This design comes from an exercise in tuning for small area and a short achievable clock period on the open sky130 flow, not from production work. Where RTL was checked, it was by simulation tests only, not by an equivalence proof against the original.

Setup of alpha:
Design inv_sqrt_unit, start of the top module:
module inv_sqrt_unit #(
	parameter logic [9:0] PIPE = 10'b1111111111
) (
	input  logic clk,
	input  logic reset,
	input  logic in_valid,
	input  fp_pkg::int_t in_value,
	output logic out_valid,
	output fp_pkg::fp_t  out_fp,
	output fp_pkg::int_t out_fixed
);
	localparam int LAT = 1 + PIPE[0] + PIPE[1] + PIPE[2] + PIPE[3] + PIPE[4] +
		PIPE[5] + PIPE[6] + PIPE[7] + PIPE[8] + PIPE[9];
	logic [15:0] x;
	pipe_reg #(.W(16), .EN(PIPE[0])) u_c0 (.clk(clk), .d(in_value), .q(x));
	logic [15:0] n8, n4, n2, n1;
	logic [3:0]  lz;
	assign lz[3] = (x[15:8] == '0);
	assign n8 = lz[3] ? {x[7:0], 8'd0} : x;
	assign lz[2] = (n8[15:12] == '0);
	assign n4 = lz[2] ? {n8[11:0], 4'd0} : n8;
	assign lz[1] = (n4[15:14] == '0);
	assign n2 = lz[1] ? {n4[13:0], 2'd0} : n4;
	assign lz[0] = ~n2[15];
	assign n1 = lz[0] ? {n2[14:0], 1'b0} : n2;
	logic [14:0] a_m;
	logic [3:0]  a_p;
	pipe_reg #(.W(15+4), .EN(PIPE[1])) u_c1 (.clk(clk),
		.d({n1[14:0], ~lz}), .q({a_m, a_p}));
	logic        e0;
	logic [15:0] sub;
	logic [15:0] a_u;
	logic        a_b1;
	logic        a_t1;
	logic [3:0]  a_c;
	logic        a_z0;
	logic        a_zn;
	assign e0 = ~a_p[0];
	assign sub = {e0, a_m};
	assign a_u = 16'd28339 - sub;
	assign a_b1 = (sub > 16'd28339);
	assign a_t1 = a_b1 | (sub <= 16'd1193);
  ...
clock: 9.5 ns
lec_check: 0
cap_margin: 20
core_margin: 2
core_utilization: 40
cts_cluster_diameter: 130
cts_cluster_size: 30
gpl_routability_driven: 0
slew_margin: 20
synth_hierarchical: 1
synth_minimum_keep_size: 0
standard.sh (not shown) runs the stock make flow with config.mk's settings and CLKGATE_MAP_FILE= SYNTH_SCRIPT=/design/flow/synth_recipe.tcl, a recipe that flattens the netlist after the stock synthesis.
==> flow/flow/run.sh <==
#!/bin/bash
set -euo pipefail
export SETUP_SLACK_MARGIN=6.3
bash standard.sh > standard.log 2>&1
alpha ran to completion and came out clean on the timing, design-rule and antenna checks.
Changes in beta relative to alpha:
# alpha
export LEC_CHECK = 0
export CAP_MARGIN = 20
export CORE_MARGIN = 2
export CORE_UTILIZATION = 40
export CTS_CLUSTER_DIAMETER = 130
export CTS_CLUSTER_SIZE = 30
export GPL_ROUTABILITY_DRIVEN = 0
export SLEW_MARGIN = 20
export SYNTH_HIERARCHICAL = 1
export SYNTH_MINIMUM_KEEP_SIZE = 0
create_clock -name core_clock -period 9.5 [get_ports {clk}]
# beta
export LEC_CHECK = 0
export CAP_MARGIN = 20
export CORE_MARGIN = 2
export CORE_UTILIZATION = 55
export SLEW_MARGIN = 20
export SYNTH_HIERARCHICAL = 1
export SYNTH_MINIMUM_KEEP_SIZE = 0
create_clock -name core_clock -period 9.5 [get_ports {clk}]
### Flow results
Diff alpha -> beta: register share of the cell area now smaller, number of antenna violations at the first check in global routing now smaller.


Setup of job 105:
inv_sqrt_unit, a different RTL version from the one above (not shown whole).
Size in the first run: roughly 2800 cells after synthesis, roughly 32000 sq um of cells after synthesis.
make LEC_CHECK=0 ABC_CLOCK_PERIOD_IN_PS=2000 CAP_MARGIN=20 CORE_MARGIN=2 CORE_UTILIZATION=40 SETUP_SLACK_MARGIN=5 SLEW_MARGIN=20 SYNTH_HIERARCHICAL=1 SYNTH_MINIMUM_KEEP_SIZE=0 finish   # period 9.5 ns
run.sh (not shown) runs the stock make flow with config.mk's settings and CLKGATE_MAP_FILE= SYNTH_SCRIPT=/design/flow/synth_recipe.tcl, a recipe that flattens the netlist after the stock synthesis.
Stock flow here: none of the scripts above is used.
Job 105 ran to completion and came out clean on the timing, design-rule and antenna checks.
Modified inputs, job 102 compared to job 105
# job 105
export LEC_CHECK = 0
export ABC_CLOCK_PERIOD_IN_PS = 2000
export CAP_MARGIN = 20
export CORE_MARGIN = 2
export CORE_UTILIZATION = 40
export SETUP_SLACK_MARGIN = 5
export SLEW_MARGIN = 20
export SYNTH_HIERARCHICAL = 1
export SYNTH_MINIMUM_KEEP_SIZE = 0
create_clock -name core_clock -period 9.5 [get_ports {clk}]
# job 102
export LEC_CHECK = 0
export ABC_CLOCK_PERIOD_IN_PS = 3000
export CAP_MARGIN = 20
export CORE_MARGIN = 2
export CORE_UTILIZATION = 40
export SETUP_SLACK_MARGIN = 5
export SLEW_MARGIN = 20
export SYNTH_HIERARCHICAL = 1
export SYNTH_MINIMUM_KEEP_SIZE = 0
create_clock -name core_clock -period 9.5 [get_ports {clk}]
Results
Job 105 and job 102 ended up with roughly the same setup slack. From job 102 to job 105, utilization did not move at all. Job 105 -> job 102: total routed wirelength delta 0, exact match. Re number of pins with negative max-slew slack in the final report: no difference whatsoever between job 105 and job 102. As far as first-pass GRT wire length is concerned, job 105 and job 102 perform about the same. Job 105 → job 102: non-clock buffer count barely changed; floorplan die height barely changed; sum of met3 wire segment lengths after detailed routing barely changed.
No run of this note included a check of the RTL's function; only the layout flow was run.


Setup of job 1770:
RTL: one of the versions met above, not the one the previous note started from.
For scale: roughly 2900 cells after synthesis, roughly 63 I/O pins.
// inv_sqrt_unit
module inv_sqrt_unit #(
	parameter logic [9:0] PIPE = 10'b1111111111
) (
	input  logic clk,
	input  logic reset,
	input  logic in_valid,
	input  fp_pkg::int_t in_value,
	output logic out_valid,
	output fp_pkg::fp_t  out_fp,
	output fp_pkg::int_t out_fixed
);
clock: 9.5 ns
lec_check: 0
cap_margin: 20
core_margin: 2
core_utilization: 40
cts_buf_list: sky130_fd_sc_hd__clkbuf_4 sky130_fd_sc_hd__clkbuf_8
slew_margin: 20
synth_hierarchical: 1
synth_minimum_keep_size: 0
standard.sh (not shown) runs the stock make flow with config.mk's settings and CLKGATE_MAP_FILE= SYNTH_SCRIPT=/design/flow/synth_recipe.tcl, a recipe that flattens the netlist after the stock synthesis.
Scripts as last shown in full above: flow/flow/run.sh
Looking at the reports, job 1770 completed the entire flow and the layout it produced met the timing, design-rule and antenna checks.
## Diff of input files: job 6645 against job 1770
- PLACE_DENSITY newly set to 0.72
- CTS_CLUSTER_DIAMETER newly set to 130
- CTS_BUF_LIST removed (was sky130_fd_sc_hd__clkbuf_4 sky130_fd_sc_hd__clkbuf_8)
- CTS_CLUSTER_SIZE newly set to 30
Findings:
[job 6645] delay of the slowest cell on the worst path fell 70 ps relative to job 1770
Job 6645 vs job 1770, total global routing track utilization went down by 1.7 points.
[job 6645] number of antenna violations at the first check in global routing fell 2 relative to job 1770
Job 6645 vs job 1770 — pin slew with the least headroom to its limit dropped 21 ps.
Summary of job 6645 over job 1770: final critical-path required period saw a decrease; setup slack increased by 8.2 ps relative to the old numbers; final wirelength has decreased; tightest slew margin relative to the limit shows an increase of 1.4 points; number of standard cells after synthesis ~0 delta.
Fraction of the cycle the final worst path needs essentially unchanged between job 1770 and job 6645.
--- input diff job 6645..job 1866 ---
- TNS_END_PERCENT now 10, previously not set
- CTS_CLUSTER_DIAMETER now 100, was 130
- PLACE_DENSITY no longer set, was 0.72
==> comparison <==
- Job 1866: critical path depth is 8 lower than what job 6645 reported.
- Compared to job 6645, job 1866 has sequential cell area 1.3% lower.
- Job 1866 vs job 6645, worst-path cell with the longest stage delay: clkdlybuf4s50_1 vs fa_1
- [job 1866] global-route usage rose 1.3 points relative to job 6645
- Relative to job 6645, multi-input gate share of total cell area has decreased by 0.26 points in job 1866.
- In the metrics for job 6645 and job 1866, the one carrying the lower core occupancy in the finished layout is job 6645.
- There was hardly any difference in area taken by multi-input logic gates between job 1866 and job 6645.
- Relative to job 6645, the global routing usage on met1 of job 1866 is higher by 1.0 points.
- Clock-buffer cell count came out higher on job 1866 than on job 6645.
- Job 6645 -> job 1866: highest clock rate decreased by a few percent
> inputs changed (job 1866 -> job 839)
- TNS_END_PERCENT: 10 -> unset
### Flow results
- Compared job 839 against job 1866; first-pass GRT wire length within noise.
- Job 839 and job 1866 ended up with roughly the same post-CTS clock slew at the launch and capture registers of the worst setup and hold paths.
- Job 839 ended up with a higher setup slack than job 1866 did.
- When job 839 is set beside job 1866, its fraction of final layout cells with drive strength greater than 1 turns out to be 0.40 points larger.
- When job 839 is measured against job 1866, its post-route clock period utilization turns out 2.0 points lower.
#### Input delta (job 8927 over job 839)
- removing CTS_CLUSTER_SIZE (formerly 30)
- removing CTS_CLUSTER_DIAMETER (formerly 100)
==> flow/flow/run.sh <==
#!/bin/bash
set -euo pipefail
export SETUP_SLACK_MARGIN=6.5
bash standard.sh > standard.log 2>&1
==> results.txt <==
Job 839 and job 8927 ended up with roughly the same count of non-CTS inverters in the layout. Diff job 839 -> job 8927: max-cap violation count held, achievable clock frequency went up about 4.3%, amount of wire on met2 after detailed routing went up about 4%, via count went up 4.4%. Job 8927 vs. job 839: relative area change from synthesis to final layout went up; final critical-path required period lost 130 ps. Job 8927 did not stop at any stage, and its layout met the timing, design-rule and antenna checks.


run 3:
Another version of the RTL of inv_sqrt_unit (not shown whole).
Size: roughly 33000 sq um of cells after synthesis.
Settings: LEC_CHECK=0, CAP_MARGIN=20, CORE_MARGIN=2, CORE_UTILIZATION=40, SLEW_MARGIN=20, SYNTH_HIERARCHICAL=1, SYNTH_MINIMUM_KEEP_SIZE=0; clock period 9.5 ns.
==> flow/flow/run.sh <==
#!/bin/bash
set -euo pipefail
export SETUP_SLACK_MARGIN=5.9
bash standard.sh > standard.log 2>&1
[inputs] run 4 vs run 3
-- flow/flow/run.sh --
<<< run 3, line 3
export SETUP_SLACK_MARGIN=5.9
>>> run 4, line 3
export SETUP_SLACK_MARGIN=5.5
==> comparison <==
- Run 4 against run 3: wire length on met3 dropped about 0.9%, core utilization stayed essentially flat, cell depth of the worst flop-to-flop path grew by 4.

[port drivers added, routing unchanged]
The flow's constraints put no driver on any port. The routed layouts listed below were extracted and timed again, unchanged, in two steps.
Step 1 sets driving cells, clkbuf_16 on the clock port and buf_2 on the other inputs (assumed; they add their load-dependent delay and slew).
Step 2 adds t to the input delays and takes it off the output delays; t is the mean of the earliest and latest rising clock arrival at the registers after step 1. Input paths then give back, and output paths get back, about the clock's delay inside the block.
Slacks: no drivers / after step 1 / after step 2; pairs: no drivers / after step 1.
run | t, ns | setup slack, ns | worst setup path at the end
alpha | 0.630 | 6.372 / 6.364 / 6.372 | register to register
beta | 0.659 | 6.266 / 6.266 / 6.266 | register to register
job 105 | 0.648 | 5.207 / 5.207 / 5.207 | register to register
job 102 | 0.648 | 5.207 / 5.207 / 5.207 | register to register
job 1770 | 0.708 | 6.329 / 6.315 / 6.329 | register to register
job 6645 | 0.623 | 6.338 / 6.338 / 6.338 | register to register
job 1866 | 0.647 | 6.131 / 6.074 / 6.222 | register to register
job 839 | 0.646 | 6.323 / 6.323 / 6.323 | register to register
job 8927 | 0.655 | 6.454 / 6.454 / 6.454 | register to register
run 3 | 0.668 | 6.018 / 6.018 / 6.018 | register to register
run 4 | 0.669 | 5.897 / 5.897 / 5.897 | register to register
After both steps every run listed still meets setup and hold.
